Context: an optimization exercise on an open-source flow, tuned for small area. The choices shown serve that exercise and are no tape-out recipe. In this exercise RTL edits were held to simulation tests only and were not proved equivalent to the original.

## flow/design.v (module list and top-level ports; edited modules follow where they fit)
// module pc_unit: 35 lines
// module memory_port: 43 lines
// module ao3: 7 lines
// module alu_unit: 108 lines
// module mux2i: 8 lines
// module alu_zsel: 15 lines
// module mul_booth: 1379 lines
// module alu_add32: 325 lines
// module add_fa: 10 lines
// module add_ha: 9 lines
// module add_x2: 7 lines
// module booth_enc: 10 lines
// module booth_sel2: 10 lines
// module register_file: 60 lines
// module rf_read_bit: 11 lines
// module aoi3: 7 lines
// module nand5: 6 lines
// module datapath: 88 lines
module datapath (
	input  logic                                clk,
	input  logic                                rst_n,
	input  logic [1:0]                          pc_src,
	input  logic [1:0]                          ma_src,
	input  logic [1:0]                          md_src,
	input  logic                                ir_en,
	input  logic                                alu_a_src,
	input  logic                                alu_b_src,
	input  logic [3:0]                          alu_op,
	input  logic                                hilo_en,
	input  logic [2:0]                          rf_src,
	input  logic [datapath_pkg::REG_ADDR_W-1:0] rf_a_addr,
	input  logic [datapath_pkg::REG_ADDR_W-1:0] rf_b_addr,
	input  logic [datapath_pkg::REG_ADDR_W-1:0] rf_z_addr,
	input  logic [datapath_pkg::WORD_W-1:0]     constant_c,
	input  logic [datapath_pkg::WORD_W-1:0]     data_from_memory,
	output logic [datapath_pkg::WORD_W-1:0]     address_to_memory,
	output logic [datapath_pkg::WORD_W-1:0]     data_to_memory,
	output logic [datapath_pkg::WORD_W-1:0]     ir_out
);
  // ...
==> flow/run.sh <==
#!/bin/bash
# synth_recipe.tcl (not shown) runs the flow's synth.tcl, then flattens the netlist and writes it again
# the make line also repeats each setting of config.mk as NAME=value (left out here)
make -C /OpenROAD-flow-scripts/flow DESIGN_CONFIG=/design/flow/config.mk WORK_HOME=/design/flow/orfs CLKGATE_MAP_FILE= SYNTH_SCRIPT=/design/flow/synth_recipe.tcl finish
==> flow/config.mk <==
export PLATFORM = sky130hd
export DESIGN_NAME = datapath
export DESIGN_NICKNAME = datapath
export VERILOG_FILES = /design/flow/design.v
export SDC_FILE = /design/flow/constraint.sdc
export NUM_CORES = 4
export LEC_CHECK = 0
export CAP_MARGIN = 20
export CORE_MARGIN = 2
export CORE_UTILIZATION = 50
export GPL_TIMING_DRIVEN = 0
export SETUP_SLACK_MARGIN = 0.4
export SLEW_MARGIN = 20
export SYNTH_HIERARCHICAL = 1
==> flow/constraint.sdc <==
create_clock -name core_clock -period 13.0 [get_ports {clk}]
set_input_delay 2.6000 -clock core_clock [delete_from_list [all_inputs] [get_ports {clk}]]
set_output_delay 2.6000 -clock core_clock [all_outputs]
set_load 0.01 [all_outputs]
==> run_results.csv, run 1 <==
group,metric,value,unit
outcome,status,"finished clean",
floorplan,ioPinCount,191,
floorplan,nWellTaps,1500,
final_layout,layout_commonest_cell,"a22oi_1",
final_layout,seq_area,20100,sq um
worst_setup_path,cp_data_required_time,13.41,ns
route,drtPass1Iterations,11,
final_layout,n_all_inverters,207,
worst_setup_path,crit_path_end_kind,"flip-flop",
synthesis,avgSynthCellArea,12.3,sq um
final_layout,buf_share,11.4,%
worst_setup_path,crit_cells,30,
final_layout,nFlopsAndLatches,689,
timing,maxSlewViolCount,0,
synthesis,async_flop_share,16.4,%
worst_hold_path,whs_path_depth,1,
synthesis,synth_commonest_cells,"577 x a22oi_1, 576 x edfxtp_1, 559 x xnor2_1, 425 x fa_1, 413 x a222oi_1",
place,pre_cts_slack,-0.931,ns
place,numPortBuffers,184,
timing,tightest_slew,1.07,ns
final_layout,area_growth_syn_to_layout,21.1,%
floorplan,chipHeight,341,um
clock_network,clkLatencyLatePin,0.63,ns
worst_setup_path,r2r_cells,32,
final_layout,final_cell_mix,"577 x a22oi_1, 576 x edfxtp_1, 557 x xnor2_1",
synthesis,yosys.area_share.simple,5.40,%
timing,relSlewSlack,28.3,%
clock_network,post_cts_resized,5,
global_route,busiest_layer,"met2",
global_route,grt_use_met3,9.67,%
worst_setup_path,crit_family,"adder cells",
worst_setup_path,crit_path_start_kind,"input pin",
worst_setup_path,cp-startpoint,"rf_b_addr[0]",
route,wl_met2,112,mm
synthesis,synth-xor-area-share,10.9,%
worst_setup_path,r2r_slack,3.07,ns
final_layout,multi_input_gates,3563,
synthesis,yosysMostFrequentCell,"a22oi_1",
==> inputs of run 2 (changes only) <==
==> flow/flow/run.sh (new file) <==
#!/bin/bash
# The standard layout with two changes: the port buffers are the
# smallest buffer cell, and after global routing the resizer downsizes gates
# that have slack to spare (ORFS's RECOVER_POWER step). Synthesis is the
# standard one, unchanged. Each step's full output goes to its own log here.
set -euo pipefail
bash standard.sh synth > std_synth.log 2>&1
bash standard.sh "BUFFER_PORTS_ARGS=-buffer_cell sky130_fd_sc_hd__buf_1" RECOVER_POWER=100 finish > std_layout.log 2>&1
==> flow/standard.sh (new file) <==
#!/bin/bash
# synth_recipe.tcl (not shown) runs the flow's synth.tcl, then flattens the netlist and writes it again
# the make line also repeats each setting of config.mk as NAME=value (left out here)
make -C /OpenROAD-flow-scripts/flow DESIGN_CONFIG=/design/flow/config.mk WORK_HOME=/design/flow/orfs CLKGATE_MAP_FILE= SYNTH_SCRIPT=/design/flow/synth_recipe.tcl "${@:-finish}"
removed: flow/run.sh
==> run_results.csv, run 2 <==
group,metric,value,unit
global_route,busiest_layer,"met2",
final_layout,seq_area,20100,sq um
clock_network,root_buffer,"clkbuf_16",
worst_hold_path,hold_path_class,"reg -> reg",
final_layout,regMostFlops,"register_file_i.regs",
global_route,grt_max_degree,35,
floorplan,chipHeight,341,um
route,vias_per_cell,7.26,
worst_setup_path,critPathArrivalTime,12.91,ns
final_layout,multi_input_area,35400,sq um
floorplan,rows,123,
outcome,status,"failed layout checks",
clock_network,numCtsBuffers,70,
global_route,grt_use_met3,9.53,%
global_route,overflow,0,
synthesis,yosysSeqAreaShare,35.5,%
timing,tightest_slew,2.73,ns
route,drt_iter0_markers,8649,
synthesis,synth.area.top_cells,"edfxtp_1 31%, fa_1 15%, xnor2_1 8.6%",
synthesis,yosysMostFrequentCell,"a22oi_1",
global_route,grt_pass1_wl,343,mm
worst_setup_path,crit_path_start_kind,"input pin",
clock_network,cts.sinks,689,
worst_setup_path,cp_num_buf_inv,6,
synthesis,yosys.cell_types.count,102,
final_layout,drive_gt1_share,12.9,%
place,dpl_cell_area,64900,sq um
floorplan,coreArea,112000,sq um
place,gp_congestion,0.977,
timing,period_share,96.2,%
synthesis,synth_seq_cells,689,
synthesis,synth_area,56600,sq um
route,drtPass1Iterations,10,
route,vias,48487,
synthesis,synth_fa_ha_area_share,18.6,%
worst_setup_path,path_class,"in -> reg",
place,pre_cts_slack,-0.492,ns
route,avgRoutedWirePerCell,36.3,um
synthesis,async_flop_share,16.4,%
clock_network,cts_max_level,3,
timing,clock_skew,0.0252,ns
synthesis,ys_warn_count,11,
final_layout,design_area,66600,sq um
synthesis,synth_commonest_cells,"577 x a22oi_1, 576 x edfxtp_1, 559 x xnor2_1, 425 x fa_1, 413 x a222oi_1",
clock_network,cts_tree,"yes",
worst_setup_path,cp_data_required_time,13.40,ns
timing,rsz0062_at_grt,"false",
global_route,grtUsageMet2,65.1,%
synthesis,synth-xor-area-share,10.9,%
synthesis,avgSynthCellArea,12.3,sq um
global_route,antenna_found_initial,13,
timing,relSlewSlack,-82.0,%
worst_setup_path,critPathMostFrequentCell,"fa_1",
place,hpwl,178,mm
final_layout,n_fill_cell,9148,
synthesis,yosys.area_share.simple,5.40,%
floorplan,start_util,50.4,%
timing,finalWorstSetupSlack,0.494,ns
synthesis,synth_flop_cell,"edfxtp_1",
synthesis,synth_top_cell_by_area,"edfxtp_1",
floorplan,die_area,116000,sq um
timing,max_freq,80.0,MHz
timing,maxSlewViolCount,520,
final_layout,layout_commonest_cell,"a22oi_1",
synthesis,syn_inst,4622,
synthesis,synth_mux_area_share,5.90,%
worst_setup_path,crit_family,"adder cells",
global_route,grt_pass1_vias,47766,
route,drc,0,
global_route,grtUsageTotal,40.8,%
synthesis,synth_top_family_by_area,"compound AO/OA/AOI/OAI gates",
clock_network,clkLatencyLatePin,0.64,ns
floorplan,ioPinCount,191,
timing,hold_ws,0.479,ns
run,maxCapViolations,27,
timing,setup_viol,0,
place,numPortBuffers,184,
final_layout,largest_register_ffs,480,
clock_network,cts.clk_slew.worst_paths,0.06,ns
worst_setup_path,cp_max_fo,22,
clock_network,holdBufCountCts,0,
outcome,violations,"capacitance limit, slew limit",
route,final_antenna_net_count,0,
final_layout,final_cell_mix,"577 x a22oi_1, 576 x edfxtp_1, 558 x xnor2_1",
floorplan,die_x,341,um
timing,final-hold-violation-count,0,
final_layout,area_growth_syn_to_layout,17.5,%
worst_setup_path,crit_path_end_kind,"flip-flop",
synthesis,synth_compound_area_share,20.2,%
global_route,grt_use_met1,51.2,%
clock_network,clock_path_buffers,3,
synthesis,synth-edff-count,576,
synthesis,synth_top_area_share,30.5,%
route,wl,242,mm
final_layout,layout.nets,5794,
worst_setup_path,cp_slowest_cell,"mux4_2",
timing,min_period,12.51,ns
worst_setup_path,max_stage_delay,0.66,ns
[run 2: layer usage]
layer / vias to the layer above / part of all wire (%)
met4: 10 / 6.8
met2: 3728 / 46
met5: - / 0.029
met1: 24450 / 35
met3: 905 / 12
li1: 19394 / -
[run 2: metrics by stage]
| stage | std cells | TNS [ns] | util (%) |
|---|---|---|---|
| final | 6676 | 0 | 59.2 |
| after detailed placement | 6524 | -26.67 | 57.7 |
| after global placement | 6324 | -2281.46 | 52.8 |
| after CTS | 6652 | 0 | 59.7 |
| after floorplan | 4640 | 0 | - |
| after global routing | 6670 | 0 | 59.2 |
[run 2: worst paths after layout]
path	from	endpoint	slack, ns	depth (start not counted)
max	rf_b_addr[1]	register_file_i.regs[13][30]$_DFFE_PP_	0.49	30
min	alu_unit_i.hilo_v$_DFFE_PN0P_	alu_unit_i.hilo_v$_DFFE_PN0P_	0.48	1
max reg2reg	register_file_i.vld[1]$_DFFE_PN0P_	register_file_i.regs[13][30]$_DFFE_PP_	2.62	28
min reg2reg	alu_unit_i.hilo_v$_DFFE_PN0P_	alu_unit_i.hilo_v$_DFFE_PN0P_	0.48	1
max in group asynchronous	rst_n	memory_port_i.ir_out[1]$_DFFE_PN0P_	7.29	3
min in group asynchronous	rst_n	register_file_i.vld[7]$_DFFE_PN0P_	2.18	1
[run 2: worst reg2reg max path, delay by kind of cell, from the launching register on]
family          cells  cell delay, ns
buf+inv             5            1.46
simple gates        5            1.29
xor+xnor            2            0.73
mux                 2            1.00
fa+ha+maj           6            2.79
compound gates      8            2.46
flops               1            0.41
[run 2: timing repair]
item | 4_1_cts | 5_1_grt
endpoints found under the setup margin | 50 | 146
setup buffers | 0 | 18
pin swaps | 0 | 6
endpoints found under the hold margin | 0 | 0
gates resized for setup | 1 | 9
[run 2: cell type report]
type / count / share of cell area, %
Multi-Input combinational cell: 3563 / 53.2
Sequential cell: 689 / 30.2
Timing Repair Buffer: 402 / 7.33
Clock buffer: 90 / 2.96
Tap cell: 1500 / 2.82
Buffer: 181 / 1.78
Inverter: 207 / 1.18
Clock inverter: 38 / 0.530
Antenna cell: 6 / 0.0226
[run 2: kinds of logic after synthesis]
kind of cell,after synthesis
xor gates and xnor gates,703
and+or+nand+nor,557
buffers and inverters,388
DFF,689
muxes,273
adders and majority gates,585
AOI/OAI and AO/OA,1426
other,1
[run 2: modules after synthesis, one instance, submodules excluded, a selection]
| module | cells | flip-flops and latches | times used |
|---|---|---|---|
| memory_port | 173 | 96 | 1 |
| mul_booth | 317 | 0 | 1 |
| alu_add32 | 161 | 0 | 1 |
| booth_enc | 5 | 0 | 16 |
| alu_zsel | 3 | 0 | 32 |
| add_fa | 1 | 0 | 425 |
| ao3 | 2 | 0 | 93 |
| add_ha | 1 | 0 | 133 |
| nand5 | 2 | 0 | 64 |
| aoi3 | 1 | 0 | 320 |
| mux2i | 1 | 0 | 160 |
| add_x2 | 1 | 0 | 94 |

==> separate check: timing with driven ports <==
Ports are ideal in the flow. The routed layouts listed here were re-timed in OpenROAD.
Step 1: set_driving_cell puts a clkbuf_16 on clk and a buf_2 on each other input, an assumption about the parent block.
Step 2, shift: input delay + t, output delay - t, t = (earliest + latest rising clock arrival at the registers) / 2. This alone moves slack from input paths to output paths.
Three values: ideal ports, drivers, drivers and shift; two values: the first two.
run	t, ns	slack for setup (ns)	hold slack, ns	worst setup path at the end	pins driven straight from the clock port
run 1	0.677	0.548 / 0.581 / -0.097	0.475 / 0.475 / 0.475	input to register	1
run 2	0.678	0.494 / 0.524 / -0.154	0.479 / 0.479 / 0.479	input to register	1
For run 2, which loses most, drivers alone change the setup slack by +0.030 ns; drivers and shift together by -0.648 ns.
